Background: an optimization exercise with open tools, aiming at a short achievable clock period. Do not read the settings as production practice.
RTL that was checked went through simulation tests only; none was proved equivalent to the original.
Power figures rest on the tool's default switching activity, not on a simulated workload.

== north ==
Design dmem_mmio, start of the top module:
module dmem_mmio #(
    parameter int          RAM_WORDS  = 64,
    parameter int          FIFO_DEPTH = 4,
    parameter logic [31:0] MMIO_BASE  = 32'hFFFF_0000
) (
    input  logic        clk,
    input  logic        reset,
    input  logic        memwrite,
    input  logic [31:0] addr,
    input  logic [31:0] writedata,
    output logic [31:0] readdata,
    output logic [7:0]  tx_data,
    output logic        tx_valid,
    input  logic        tx_ready,
    output logic        irq
);
==> module dmem_mmio, before the edit <==
module dmem_mmio #(
    parameter int          RAM_WORDS  = 64,
    parameter int          FIFO_DEPTH = 4,
    parameter logic [31:0] MMIO_BASE  = 32'hFFFF_0000
) (
    input  logic        clk,
    input  logic        reset,
    input  logic        memwrite,
    input  logic [31:0] addr,
    input  logic [31:0] writedata,
    output logic [31:0] readdata,
    output logic [7:0]  tx_data,
    output logic        tx_valid,
    input  logic        tx_ready,
    output logic        irq
);
    logic [31:0] r_ram [64];
    logic [31:0] r_count;
    logic [31:0] r_compare;
    logic        r_match;
    logic        r_ovf;
    logic        r_irq_en;
    logic        w_ram_hit;
    logic        w_mmio_hit;
    logic [5:0]  w_word;
    logic        w_wr_compare;
    logic        w_wr_status;
    logic        w_wr_tx;
    logic        w_wr_ctrl;
    logic        w_full;
    logic        w_empty;
    logic [31:0] w_status;
    logic [31:0] w_mm;
    assign w_ram_hit    = addr[31:8] == 24'd0;
    assign w_mmio_hit   = addr[31:8] == MMIO_BASE[31:8];
    assign w_word       = addr[7:2];
    assign w_wr_compare = memwrite & w_mmio_hit & (w_word == 6'd1);
    assign w_wr_status  = memwrite & w_mmio_hit & (w_word == 6'd2);
    assign w_wr_tx      = memwrite & w_mmio_hit & (w_word == 6'd3);
    assign w_wr_ctrl    = memwrite & w_mmio_hit & (w_word == 6'd4);
    logic [7:0] w_lo [32];
    logic [7:0] w_hi [8];
    for (genvar c = 0; c < 8; c++) begin : g_hi
        hidec u_hi (.a(addr[31:5]), .y(w_hi[c]));
    end
    for (genvar c = 0; c < 32; c++) begin : g_lo
        dec3 u_lo (.a(addr[4:2]), .y(w_lo[c]));
    end
    logic [3:0] w_pn;
    logic [3:0] w_s [4];
    for (genvar c = 0; c < 4; c++) begin : g_page
        pagen u_pn (.a(addr[31:5]), .y(w_pn[c]));
        wsel  u_ws (.a(addr[4:2]),  .s(w_s[c]));
    end
    mmsel4 u_mm0 (.pn(w_pn[0]), .s(w_s[0]), .d({r_irq_en, w_status[0], r_compare[0], r_count[0]}), .y(w_mm[0]));
    for (genvar b = 1; b < 4; b++) begin : g_mm3
        mmsel3 u_mm (.pn(w_pn[0]), .s(w_s[0][2:0]), .d({w_status[b], r_compare[b], r_count[b]}), .y(w_mm[b]));
    end
    for (genvar b = 4; b < 32; b++) begin : g_mm2
        mmsel2 u_mm (.pn(w_pn[b / 8]), .s(w_s[b / 8][1:0]), .d({r_compare[b], r_count[b]}), .y(w_mm[b]));
    end
    for (genvar b = 0; b < 32; b++) begin : g_bit
        logic [7:0] w_g;
        for (genvar h = 0; h < 8; h++) begin : g_grp
            sel8 u_sel (
                .s (w_lo[b]),
                .d ({r_ram[8*h+7][b], r_ram[8*h+6][b], r_ram[8*h+5][b], r_ram[8*h+4][b],
                     r_ram[8*h+3][b], r_ram[8*h+2][b], r_ram[8*h+1][b], r_ram[8*h+0][b]}),
                .y (w_g[h])
            );
        end
        sel8m u_top (.s(w_hi[b / 4]), .d(w_g), .m(w_mm[b]), .y(readdata[b]));
    end
    always_comb begin
        w_status           = '0;
        w_status[mmio_pkg::ST_MATCH] = r_match;
        w_status[mmio_pkg::ST_FULL]  = w_full;
        w_status[mmio_pkg::ST_EMPTY] = w_empty;
        w_status[mmio_pkg::ST_OVF]   = r_ovf;
    end
    always_ff @(posedge clk) begin
        if (memwrite & w_ram_hit) r_ram[w_word] <= writedata;
    end
    always_ff @(posedge clk or negedge reset) begin
        if (!reset) begin
            r_count   <= '0;
            r_compare <= mmio_pkg::COMPARE_RST;
            r_match   <= 1'b0;
            r_ovf     <= 1'b0;
            r_irq_en  <= 1'b0;
        end else begin
            r_count <= r_count + 32'd1;
            if (w_wr_compare) r_compare <= writedata;
            r_match <= (r_count == r_compare) | (r_match & ~(w_wr_status & writedata[mmio_pkg::ST_MATCH]));
            r_ovf   <= (w_wr_tx & w_full) | (r_ovf & ~(w_wr_status & writedata[mmio_pkg::ST_OVF]));
            if (w_wr_ctrl) r_irq_en <= writedata[0];
        end
    end
    sync_fifo #(.W(8), .DEPTH(FIFO_DEPTH)) u_fifo (
        .clk   (clk),
        .reset (reset),
        .push  (w_wr_tx & ~w_full),
        .pop   (tx_ready),
        .din   (writedata[7:0]),
        .dout  (tx_data),
        .full  (w_full),
        .empty (w_empty)
    );
    assign tx_valid = ~w_empty;
    assign irq      = r_match & r_irq_en;
endmodule
export LEC_CHECK = 0
export ABC_CLOCK_PERIOD_IN_PS = 1000
export CAP_MARGIN = 20
export CORE_MARGIN = 2
export CORE_UTILIZATION = 60
export GPL_TIMING_DRIVEN = 1
export SETUP_SLACK_MARGIN = 4.5
export SLEW_MARGIN = 20
export SYNTH_HIERARCHICAL = 1
export SYNTH_MINIMUM_KEEP_SIZE = 0
export TNS_END_PERCENT = 5
create_clock -name core_clock -period 6.5 [get_ports {clk}]
run.sh (not shown) runs the stock make flow with config.mk's settings and CLKGATE_MAP_FILE= SYNTH_SCRIPT=/design/flow/synth_recipe.tcl, a recipe that flattens the netlist after the stock synthesis.
> inputs changed (north -> south)
--- a/flow/design.v
+++ b/flow/design.v
@@ -233,14 +233,14 @@
     assign w_wr_compare = memwrite & w_mmio_hit & (w_word == 6'd1);
     assign w_wr_status  = memwrite & w_mmio_hit & (w_word == 6'd2);
     assign w_wr_tx      = memwrite & w_mmio_hit & (w_word == 6'd3);
     assign w_wr_ctrl    = memwrite & w_mmio_hit & (w_word == 6'd4);
-    logic [7:0] w_lo [32];
+    logic [7:0] w_lo [16];
     logic [7:0] w_hi [8];
     for (genvar c = 0; c < 8; c++) begin : g_hi
         hidec u_hi (.a(addr[31:5]), .y(w_hi[c]));
     end
-    for (genvar c = 0; c < 32; c++) begin : g_lo
+    for (genvar c = 0; c < 16; c++) begin : g_lo
         dec3 u_lo (.a(addr[4:2]), .y(w_lo[c]));
     end
     logic [3:0] w_pn;
     logic [3:0] w_s [4];
@@ -258,9 +258,9 @@
     for (genvar b = 0; b < 32; b++) begin : g_bit
         logic [7:0] w_g;
         for (genvar h = 0; h < 8; h++) begin : g_grp
             sel8 u_sel (
-                .s (w_lo[b]),
+                .s (w_lo[b / 2]),
                 .d ({r_ram[8*h+7][b], r_ram[8*h+6][b], r_ram[8*h+5][b], r_ram[8*h+4][b],
                      r_ram[8*h+3][b], r_ram[8*h+2][b], r_ram[8*h+1][b], r_ram[8*h+0][b]}),
                 .y (w_g[h])
             );
Findings:
Comparing south against north, there is no change at all in detailed-router iteration count before antenna repair. south vs. north: actual slew at the worst max-slew pin moved up; initial antenna violation count went down 1; number of standard cells in the final layout excluding fillers now sits lower. south — relative slew slack 4.9 points lower, north as reference. south vs. north: logic depth of the worst path, buffers included climbed 1, switching power went down, final hold slack now larger, final wirelength moved down, die area lower. south has final critical-path share of the clock period above what north had. Between south and north, the clock power share is higher for north.
For south, only the layout was checked, not whether the RTL still works.

========
rev 12:
Starting RTL as in the previous note.
==> module pagen, before the edit <==
module pagen (
    input  logic [26:0] a,
    output logic        y
);
    assign y = ~((a[26:3] == 24'hFFFF00) & (a[2:0] == 3'd0));
endmodule
==> module mmsel2, before the edit <==
module mmsel2 (
    input  logic       pn,
    input  logic [1:0] s,
    input  logic [1:0] d,
    output logic       y
);
    assign y = ~pn & |(s & d);
endmodule
==> module mmsel3, before the edit <==
module mmsel3 (
    input  logic       pn,
    input  logic [2:0] s,
    input  logic [2:0] d,
    output logic       y
);
    assign y = ~pn & |(s & d);
endmodule
==> module mmsel4, before the edit <==
module mmsel4 (
    input  logic       pn,
    input  logic [3:0] s,
    input  logic [3:0] d,
    output logic       y
);
    assign y = ~pn & |(s & d);
endmodule
==> flow/config.mk <==
export PLATFORM = sky130hd
export DESIGN_NAME = dmem_mmio
export DESIGN_NICKNAME = dmem_mmio
export VERILOG_FILES = /design/flow/design.v
export SDC_FILE = /design/flow/constraint.sdc
export NUM_CORES = 4
export LEC_CHECK = 0
export ABC_CLOCK_PERIOD_IN_PS = 1000
export CAP_MARGIN = 20
export CORE_MARGIN = 2
export CORE_UTILIZATION = 60
export GPL_TIMING_DRIVEN = 1
export SETUP_SLACK_MARGIN = 4.5
export SLEW_MARGIN = 20
export SYNTH_HIERARCHICAL = 1
export SYNTH_MINIMUM_KEEP_SIZE = 0
export TNS_END_PERCENT = 5
==> flow/constraint.sdc <==
create_clock -name core_clock -period 6.5 [get_ports {clk}]
set_input_delay 1.3000 -clock core_clock [delete_from_list [all_inputs] [get_ports {clk}]]
set_output_delay 1.3000 -clock core_clock [all_outputs]
set_load 0.01 [all_outputs]
standard.sh (not shown) runs the stock make flow with config.mk's settings and CLKGATE_MAP_FILE= SYNTH_SCRIPT=/design/flow/synth_recipe.tcl, a recipe that flattens the netlist after the stock synthesis.
==> flow/flow/run.sh <==
#!/bin/bash
# Own flow: the standard layout (standard.sh, every step unchanged), with
# one extra step after placement: the readdata output buffers are moved next
# to the gates that drive them (flow/move_obuf.tcl), then legalized.
set -euo pipefail
bash standard.sh place > standard_place.log 2>&1
RES_DIR=$PWD/orfs/results/sky130hd/dmem_mmio/base openroad -no_init -exit flow/move_obuf.tcl > move_obuf.log 2>&1
bash standard.sh finish > standard_finish.log 2>&1
==> flow/flow/move_obuf.tcl <==
# Move each readdata output buffer from its pin to the cell that drives it,
# so the buffer (sized later by the flow's repair) drives the long wire to
# the pin instead of the small driving gate. Then legalize.
set res $::env(RES_DIR)
read_db $res/3_place.odb
set blk [ord::get_db_block]
set moved 0
foreach bt [$blk getBTerms] {
  if {![string match readdata* [$bt getName]]} { continue }
  set ob {}
  foreach it [[$bt getNet] getITerms] { set ob [$it getInst] }
  if {$ob eq {}} { continue }
  set drv {}
  foreach it [$ob getITerms] {
    if {[$it isInputSignal]} {
      foreach it2 [[$it getNet] getITerms] {
        if {[$it2 isOutputSignal]} { set drv [$it2 getInst] }
      }
    }
  }
  if {$drv eq {}} { continue }
  set b [$drv getBBox]
  $ob setLocation [$b xMin] [$b yMin]
  incr moved
}
puts "moved $moved output buffers"
detailed_placement
check_placement -verbose
write_db $res/3_place.odb
The flow did not stop early for rev 12: all stages ran, and the layout cleared the timing, design-rule and antenna checks.
#### Input delta (rev 13 over rev 12)
--- a/flow/design.v
+++ b/flow/design.v
@@ -46,5 +46,22 @@
     output logic        y
 );
-    assign y = ~((a[26:3] == 24'hFFFF00) & (a[2:0] == 3'd0));
+    logic [3:0] o;
+    logic [3:0] z;
+    logic [1:0] ones;
+    logic [1:0] zn;
+    logic       zeros;
+    for (genvar k = 0; k < 4; k++) begin : g_o
+        nand4 u (.a(a[11+4*k]), .b(a[12+4*k]), .c(a[13+4*k]), .d(a[14+4*k]), .y(o[k]));
+    end
+    nor3 u_z0 (.a(a[0]), .b(a[1]),  .c(a[2]),  .y(z[0]));
+    nor3 u_z1 (.a(a[3]), .b(a[4]),  .c(a[5]),  .y(z[1]));
+    nor3 u_z2 (.a(a[6]), .b(a[7]),  .c(a[8]),  .y(z[2]));
+    nor2 u_z3 (.a(a[9]), .b(a[10]), .y(z[3]));
+    nor2  u_a  (.a(o[0]), .b(o[1]), .y(ones[0]));
+    nor2  u_b  (.a(o[2]), .b(o[3]), .y(ones[1]));
+    nand2 u_c  (.a(z[0]), .b(z[1]), .y(zn[0]));
+    nand2 u_d  (.a(z[2]), .b(z[3]), .y(zn[1]));
+    nor2  u_f  (.a(zn[0]), .b(zn[1]), .y(zeros));
+    nand3 u_y  (.a(ones[0]), .b(ones[1]), .c(zeros), .y(y));
 endmodule
 module wsel (
@@ -63,5 +80,7 @@
     output logic       y
 );
-    assign y = ~pn & |(s & d);
+    logic n0;
+    aoi22 u0 (.a1(s[0]), .a2(d[0]), .b1(s[1]), .b2(d[1]), .y(n0));
+    nor2  u1 (.a(pn), .b(n0), .y(y));
 endmodule
 module mmsel3 (
@@ -71,5 +90,8 @@
     output logic       y
 );
-    assign y = ~pn & |(s & d);
+    logic n0, n1;
+    aoi22 u0 (.a1(s[0]), .a2(d[0]), .b1(s[1]), .b2(d[1]), .y(n0));
+    nand2 u1 (.a(s[2]), .b(d[2]), .y(n1));
+    aoi21 u2 (.a1(n0), .a2(n1), .b(pn), .y(y));
 endmodule
 module mmsel4 (
@@ -79,5 +101,8 @@
     output logic       y
 );
-    assign y = ~pn & |(s & d);
+    logic n0, n1;
+    aoi22 u0 (.a1(s[0]), .a2(d[0]), .b1(s[1]), .b2(d[1]), .y(n0));
+    aoi22 u1 (.a1(s[2]), .a2(d[2]), .b1(s[3]), .b2(d[3]), .y(n1));
+    aoi21 u2 (.a1(n0), .a2(n1), .b(pn), .y(y));
 endmodule
 module aoi22 (
@@ -111,4 +136,16 @@
     assign y = ~(a | b);
 endmodule
+module nand2 (
+    input  logic a, b,
+    output logic y
+);
+    assign y = ~(a & b);
+endmodule
+module aoi21 (
+    input  logic a1, a2, b,
+    output logic y
+);
+    assign y = ~((a1 & a2) | b);
+endmodule
 module nand3 (
     input  logic a, b, c,
--- outcome ---
- Of rev 13 and rev 12, the higher synthesis-to-finish area growth belongs to rev 13.
- Compared with rev 12, in rev 13 wire length of the first global-routing pass climbed 8300 um, required time at the endpoint of the critical path barely changed, sequential cell area barely changed, total standard cell area after synthesis barely changed.

-- static timing again, ports no longer ideal --
Ports are ideal in the flow. The routed layouts listed here were re-timed in OpenROAD.
Step 1, drivers: a clkbuf_16 drives clk and a buf_2 each remaining input, both assumed.
Step 2, shift: input delay + t, output delay - t, t = (earliest + latest rising clock arrival at the registers) / 2. This alone moves slack from input paths to output paths.
Slacks: ideal / step 1 / step 2; pairs: ideal / step 1.
run | shift t [ns] | slack for setup (ns) | worst setup path at the end | cell pins on the clock port's net
north | 0.944 | 1.839 / 1.271 / 1.271 | input to output | 1
south | 0.911 | 1.724 / 1.335 / 1.335 | input to output | 1
rev 12 | 0.937 | 1.950 / 1.514 / 1.514 | input to output | 1
rev 13 | 0.923 | 1.989 / 1.402 / 1.402 | input to output | 1
After both steps every run listed still meets setup and hold. For rev 13, which loses most, drivers alone change the setup slack by -0.587 ns; drivers and shift together by -0.587 ns.
